From an optimization exercise on the open Yosys and OpenROAD flow, aimed at small area; shortcuts taken in it are not production practice. Only simulation tests tie the RTL to the original design; equivalence was not proved. Power is estimated from default activity; no workload was simulated. The flow treats the clock pin as an ideal source, which a real chip does not have.

==> run a: inputs <==
==> flow/design.v <==
module ark_key_wmux #(
  parameter int W = 128
) (
  input  logic [W-1:0] q,
  input  logic [W-1:0] wd,
  input  logic         en,
  input  logic         en_n,
  output logic [W-1:0] d
);
  assign d = (q & {W{en_n}}) | (wd & {W{en}});
endmodule
module ark_aoi222 (
  input  logic a1, a2, b1, b2, c1, c2,
  output logic y
);
  assign y = !((a1 & a2) | (b1 & b2) | (c1 & c2));
endmodule
module ark_obit (
  input  logic [3:0] p_n,
  input  logic       din,
  input  logic       hit,
  output logic       dout
);
  assign dout = (din & hit) ^ !(&p_n);
endmodule
module ark_rbit (
  input  logic [11:0] src,
  input  logic [11:0] sel,
  input  logic        din,
  input  logic        hit,
  output logic        dout
);
  logic [3:0] p_n;
  for (genvar g = 0; g < 4; g++) begin : g_p
    ark_aoi222 u_aoi (
      .a1(src[3*g]),   .a2(sel[3*g]),
      .b1(src[3*g+1]), .b2(sel[3*g+1]),
      .c1(src[3*g+2]), .c2(sel[3*g+2]),
      .y(p_n[g])
    );
  end
  ark_obit u_o (.p_n(p_n), .din(din), .hit(hit), .dout(dout));
endmodule
module add_round_key_pipe #(
  parameter int DATA_WIDTH = 128,
  parameter int NUM_KEYS   = 11,
  parameter int KEY_IDX_W  = 4
) (
  input  logic                  clk,
  input  logic                  rst,
  input  logic                  key_wr_en,
  input  logic [KEY_IDX_W-1:0]  key_wr_idx,
  input  logic [DATA_WIDTH-1:0] key_wr_data,
  input  logic                  key_clr,
  input  logic [DATA_WIDTH-1:0] data_in,
  input  logic [KEY_IDX_W-1:0]  data_in_idx,
  input  logic                  data_in_vld,
  output logic                  data_in_rdy,
  output logic [DATA_WIDTH-1:0] block_data_out,
  output logic                  block_data_out_vld,
  input  logic                  block_data_out_rdy,
  output logic                  block_data_out_err
);
  logic [DATA_WIDTH-1:0] key_q [NUM_KEYS];
  logic [DATA_WIDTH-1:0] key_d [NUM_KEYS];
  logic [NUM_KEYS-1:0]   key_we;
  logic [NUM_KEYS-1:0]   key_vld_q;
  logic [DATA_WIDTH-1:0] out_q, out_d;
  logic                  vld_q;
  logic                  err_q;
  logic [11:0]           sel;
  logic                  hit;
  assign data_in_rdy = !vld_q || block_data_out_rdy;
  for (genvar i = 0; i < NUM_KEYS; i++) begin : g_key
    assign key_we[i] = key_wr_en && key_wr_idx == KEY_IDX_W'(i);
    ark_key_wmux #(.W(DATA_WIDTH)) u_wmux (
      .q(key_q[i]), .wd(key_wr_data), .en(key_we[i]), .en_n(!key_we[i]), .d(key_d[i])
    );
    assign sel[i] = data_in_rdy && data_in_idx == KEY_IDX_W'(i) && key_vld_q[i];
  end
  assign sel[11] = !data_in_rdy;
  assign hit = |sel[NUM_KEYS-1:0];
  for (genvar b = 0; b < DATA_WIDTH; b++) begin : g_bit
    logic [11:0] src;
    for (genvar i = 0; i < NUM_KEYS; i++) begin : g_src
      assign src[i] = key_q[i][b];
    end
    assign src[11] = out_q[b];
    ark_rbit u_rbit (.src(src), .sel(sel), .din(data_in[b]), .hit(hit), .dout(out_d[b]));
  end
  always_ff @(posedge clk) begin
    for (int i = 0; i < NUM_KEYS; i++) key_q[i] <= key_d[i];
    out_q <= out_d;
    if (data_in_rdy) err_q <= !hit;
  end
  always_ff @(posedge clk or posedge rst) begin
    if (rst) begin
      key_vld_q <= '0;
      vld_q     <= 1'b0;
    end else begin
      if (key_clr) key_vld_q <= '0;
      else key_vld_q <= key_vld_q | key_we;
      if (data_in_rdy) vld_q <= data_in_vld;
    end
  end
  assign block_data_out     = out_q;
  assign block_data_out_vld = vld_q;
  assign block_data_out_err = err_q;
endmodule
==> flow/flow/run.sh <==
#!/bin/bash
# The standard layout, with two changes: port buffers use the smallest buffer cell, and
# clock tree synthesis inserts no dummy loads. Each tool's output goes to a log of its own.
set -euo pipefail
bash standard.sh \
  BUFFER_PORTS_ARGS="-buffer_cell sky130_fd_sc_hd__buf_1" \
  CTS_ARGS="-sink_clustering_enable -repair_clock_nets -dont_use_dummy_load -sink_clustering_size 24 -sink_clustering_max_diameter 80" \
  finish > flow_make.log 2>&1
==> flow/standard.sh <==
#!/bin/bash
# synth_recipe.tcl (not shown) runs the flow's synth.tcl, then flattens the netlist and writes it again
# the make line also repeats each setting of config.mk as NAME=value (left out here)
make -C /OpenROAD-flow-scripts/flow DESIGN_CONFIG=/design/flow/config.mk WORK_HOME=/design/flow/orfs CLKGATE_MAP_FILE= SYNTH_SCRIPT=/design/flow/synth_recipe.tcl "${@:-finish}"
==> flow/config.mk <==
export PLATFORM = sky130hd
export DESIGN_NAME = add_round_key_pipe
export DESIGN_NICKNAME = add_round_key_pipe
export VERILOG_FILES = /design/flow/design.v
export SDC_FILE = /design/flow/constraint.sdc
export NUM_CORES = 4
export LEC_CHECK = 0
export CAP_MARGIN = 0
export CORE_MARGIN = 2
export CORE_UTILIZATION = 65
export SLEW_MARGIN = 0
export SYNTH_HIERARCHICAL = 1
==> flow/constraint.sdc <==
create_clock -name core_clock -period 4.0 [get_ports {clk}]
set_input_delay 0.8000 -clock core_clock [delete_from_list [all_inputs] [get_ports {clk}]]
set_output_delay 0.8000 -clock core_clock [all_outputs]
set_load 0.01 [all_outputs]
==> run b (differences from run a) <==
--- a/flow/design.v
+++ b/flow/design.v
@@ -1,13 +1,11 @@
-module ark_key_wmux #(
-  parameter int W = 128
-) (
-  input  logic [W-1:0] q,
-  input  logic [W-1:0] wd,
-  input  logic         en,
-  input  logic         en_n,
-  output logic [W-1:0] d
+module ark_key_oai22 (
+  input  logic q,
+  input  logic en,
+  input  logic wd,
+  input  logic en_n,
+  output logic d
 );
-  assign d = (q & {W{en_n}}) | (wd & {W{en}});
+  assign d = !((q | en) & (wd | en_n));
 endmodule
 module ark_aoi222 (
   input  logic a1, a2, b1, b2, c1, c2,
@@ -15,22 +13,31 @@
 );
   assign y = !((a1 & a2) | (b1 & b2) | (c1 & c2));
 endmodule
-module ark_obit (
+module ark_dsel (
+  input  logic din,
+  input  logic h0,
+  input  logic h1,
+  output logic y_n
+);
+  assign y_n = !(din ? h0 : h1);
+endmodule
+module ark_fin (
   input  logic [3:0] p_n,
-  input  logic       din,
-  input  logic       hit,
+  input  logic       y_n,
   output logic       dout
 );
-  assign dout = (din & hit) ^ !(&p_n);
+  assign dout = (&p_n) ^ y_n;
 endmodule
 module ark_rbit (
   input  logic [11:0] src,
   input  logic [11:0] sel,
   input  logic        din,
-  input  logic        hit,
+  input  logic        h0,
+  input  logic        h1,
   output logic        dout
 );
   logic [3:0] p_n;
+  logic       y_n;
   for (genvar g = 0; g < 4; g++) begin : g_p
     ark_aoi222 u_aoi (
       .a1(src[3*g]),   .a2(sel[3*g]),
@@ -39,7 +46,8 @@
       .y(p_n[g])
     );
   end
-  ark_obit u_o (.p_n(p_n), .din(din), .hit(hit), .dout(dout));
+  ark_dsel u_d (.din(din), .h0(h0), .h1(h1), .y_n(y_n));
+  ark_fin  u_f (.p_n(p_n), .y_n(y_n), .dout(dout));
 endmodule
 module add_round_key_pipe #(
   parameter int DATA_WIDTH = 128,
@@ -61,35 +69,41 @@
   input  logic                  block_data_out_rdy,
   output logic                  block_data_out_err
 );
-  logic [DATA_WIDTH-1:0] key_q [NUM_KEYS];
+  logic [DATA_WIDTH-1:0] key_q [NUM_KEYS];    
   logic [DATA_WIDTH-1:0] key_d [NUM_KEYS];
+  logic [NUM_KEYS-1:0]   ph_q;
   logic [NUM_KEYS-1:0]   key_we;
   logic [NUM_KEYS-1:0]   key_vld_q;
   logic [DATA_WIDTH-1:0] out_q, out_d;
   logic                  vld_q;
   logic                  err_q;
   logic [11:0]           sel;
-  logic                  hit;
+  logic                  hit, h0, h1;
   assign data_in_rdy = !vld_q || block_data_out_rdy;
   for (genvar i = 0; i < NUM_KEYS; i++) begin : g_key
     assign key_we[i] = key_wr_en && key_wr_idx == KEY_IDX_W'(i);
-    ark_key_wmux #(.W(DATA_WIDTH)) u_wmux (
-      .q(key_q[i]), .wd(key_wr_data), .en(key_we[i]), .en_n(!key_we[i]), .d(key_d[i])
-    );
+    for (genvar b = 0; b < DATA_WIDTH; b++) begin : g_b
+      ark_key_oai22 u_k (
+        .q(key_q[i][b]), .en(key_we[i]), .wd(key_wr_data[b]), .en_n(!key_we[i]), .d(key_d[i][b])
+      );
+    end
     assign sel[i] = data_in_rdy && data_in_idx == KEY_IDX_W'(i) && key_vld_q[i];
   end
   assign sel[11] = !data_in_rdy;
   assign hit = |sel[NUM_KEYS-1:0];
+  assign h1  = |(sel[NUM_KEYS-1:0] & ph_q);
+  assign h0  = |(sel[NUM_KEYS-1:0] & ~ph_q);
   for (genvar b = 0; b < DATA_WIDTH; b++) begin : g_bit
     logic [11:0] src;
     for (genvar i = 0; i < NUM_KEYS; i++) begin : g_src
       assign src[i] = key_q[i][b];
     end
     assign src[11] = out_q[b];
-    ark_rbit u_rbit (.src(src), .sel(sel), .din(data_in[b]), .hit(hit), .dout(out_d[b]));
+    ark_rbit u_rbit (.src(src), .sel(sel), .din(data_in[b]), .h0(h0), .h1(h1), .dout(out_d[b]));
   end
   always_ff @(posedge clk) begin
     for (int i = 0; i < NUM_KEYS; i++) key_q[i] <= key_d[i];
+    ph_q  <= key_we | ~ph_q;
     out_q <= out_d;
     if (data_in_rdy) err_q <= !hit;
   end
==> flow/flow/run.sh (replaced) <==
#!/bin/bash
# The standard layout, with two changes: port buffers use the smallest buffer cell, and
# clock tree synthesis inserts no dummy loads. Each tool's output goes to a log of its own.
set -euo pipefail
bash standard.sh \
  BUFFER_PORTS_ARGS="-buffer_cell sky130_fd_sc_hd__buf_1" \
  CTS_ARGS="-sink_clustering_enable -repair_clock_nets -dont_use_dummy_load -sink_clustering_size 30 -sink_clustering_max_diameter 90" \
  finish > flow_make.log 2>&1
CAP_MARGIN = 20   (was 0)
PLACE_DENSITY = 0.85   (was unset)
SLEW_MARGIN = 20   (was 0)
==> results.txt <==
status=no timing/DRC/antenna violations; top post-synthesis cells by area=dfxtp_1 55%, a22o_1 22%, a222oi_1 9.2%; Post-Synth Simple-Gate Area=0.0303; final non-filler cell total=about 5700; H-tree lvl count=3; Placed Instances=around 5600; multi-input combinational area share=0.355; #MultiIn Comb=around 2400; P_seq=about 20 mW
Source of the figures above: run a

==> results.txt <==
Critical Path Start Type=input pin; H-tree lvl count=2; #MultiIn Comb=2418; top post-synthesis cells by area=dfxtp_1 62%, o22ai_1 18%, a222oi_1 10%; Mapped Avg Cell Area=approximately 12 um2; multi-input combinational area share=0.327; clock share of power=0.219; Via density=8.01; Worst R2R Path Depth=8; P_seq=about 22 mW; Post-Synth Simple-Gate Area=0.0258; Placed Instances=between 5000 and 6000; status=no timing/DRC/antenna violations
Source of the figures above: run b

[separate check: timing with driven ports]
In the flow no input, the clock included, has a driving cell. The finished layouts below were timed again as built, in two steps. Step 1 assumes that a clkbuf_16 drives the clock port and a buf_2 every other input. Step 2 also shifts input and output timing later by t, the mid clock arrival at the registers, as if the neighbouring blocks saw the same clock. Slacks: no drivers / after step 1 / after step 2; pairs: no drivers / after step 1.
| run | t (ns) | setup slack, ns | worst setup path after step 2 | worst register clock-pin slew, ns |
|---|---|---|---|---|
| run a | 0.704 | 1.202 / 1.127 / 0.613 | input to register | 0.10 / 0.10 |
| run b | 0.744 | 0.897 / 0.925 / 0.192 | input to register | 0.12 / 0.12 |
After both steps setup and hold are still met in every run listed. The setup slack of run b, which loses most, moves by +0.028 ns with the drivers and by -0.705 ns with both steps.
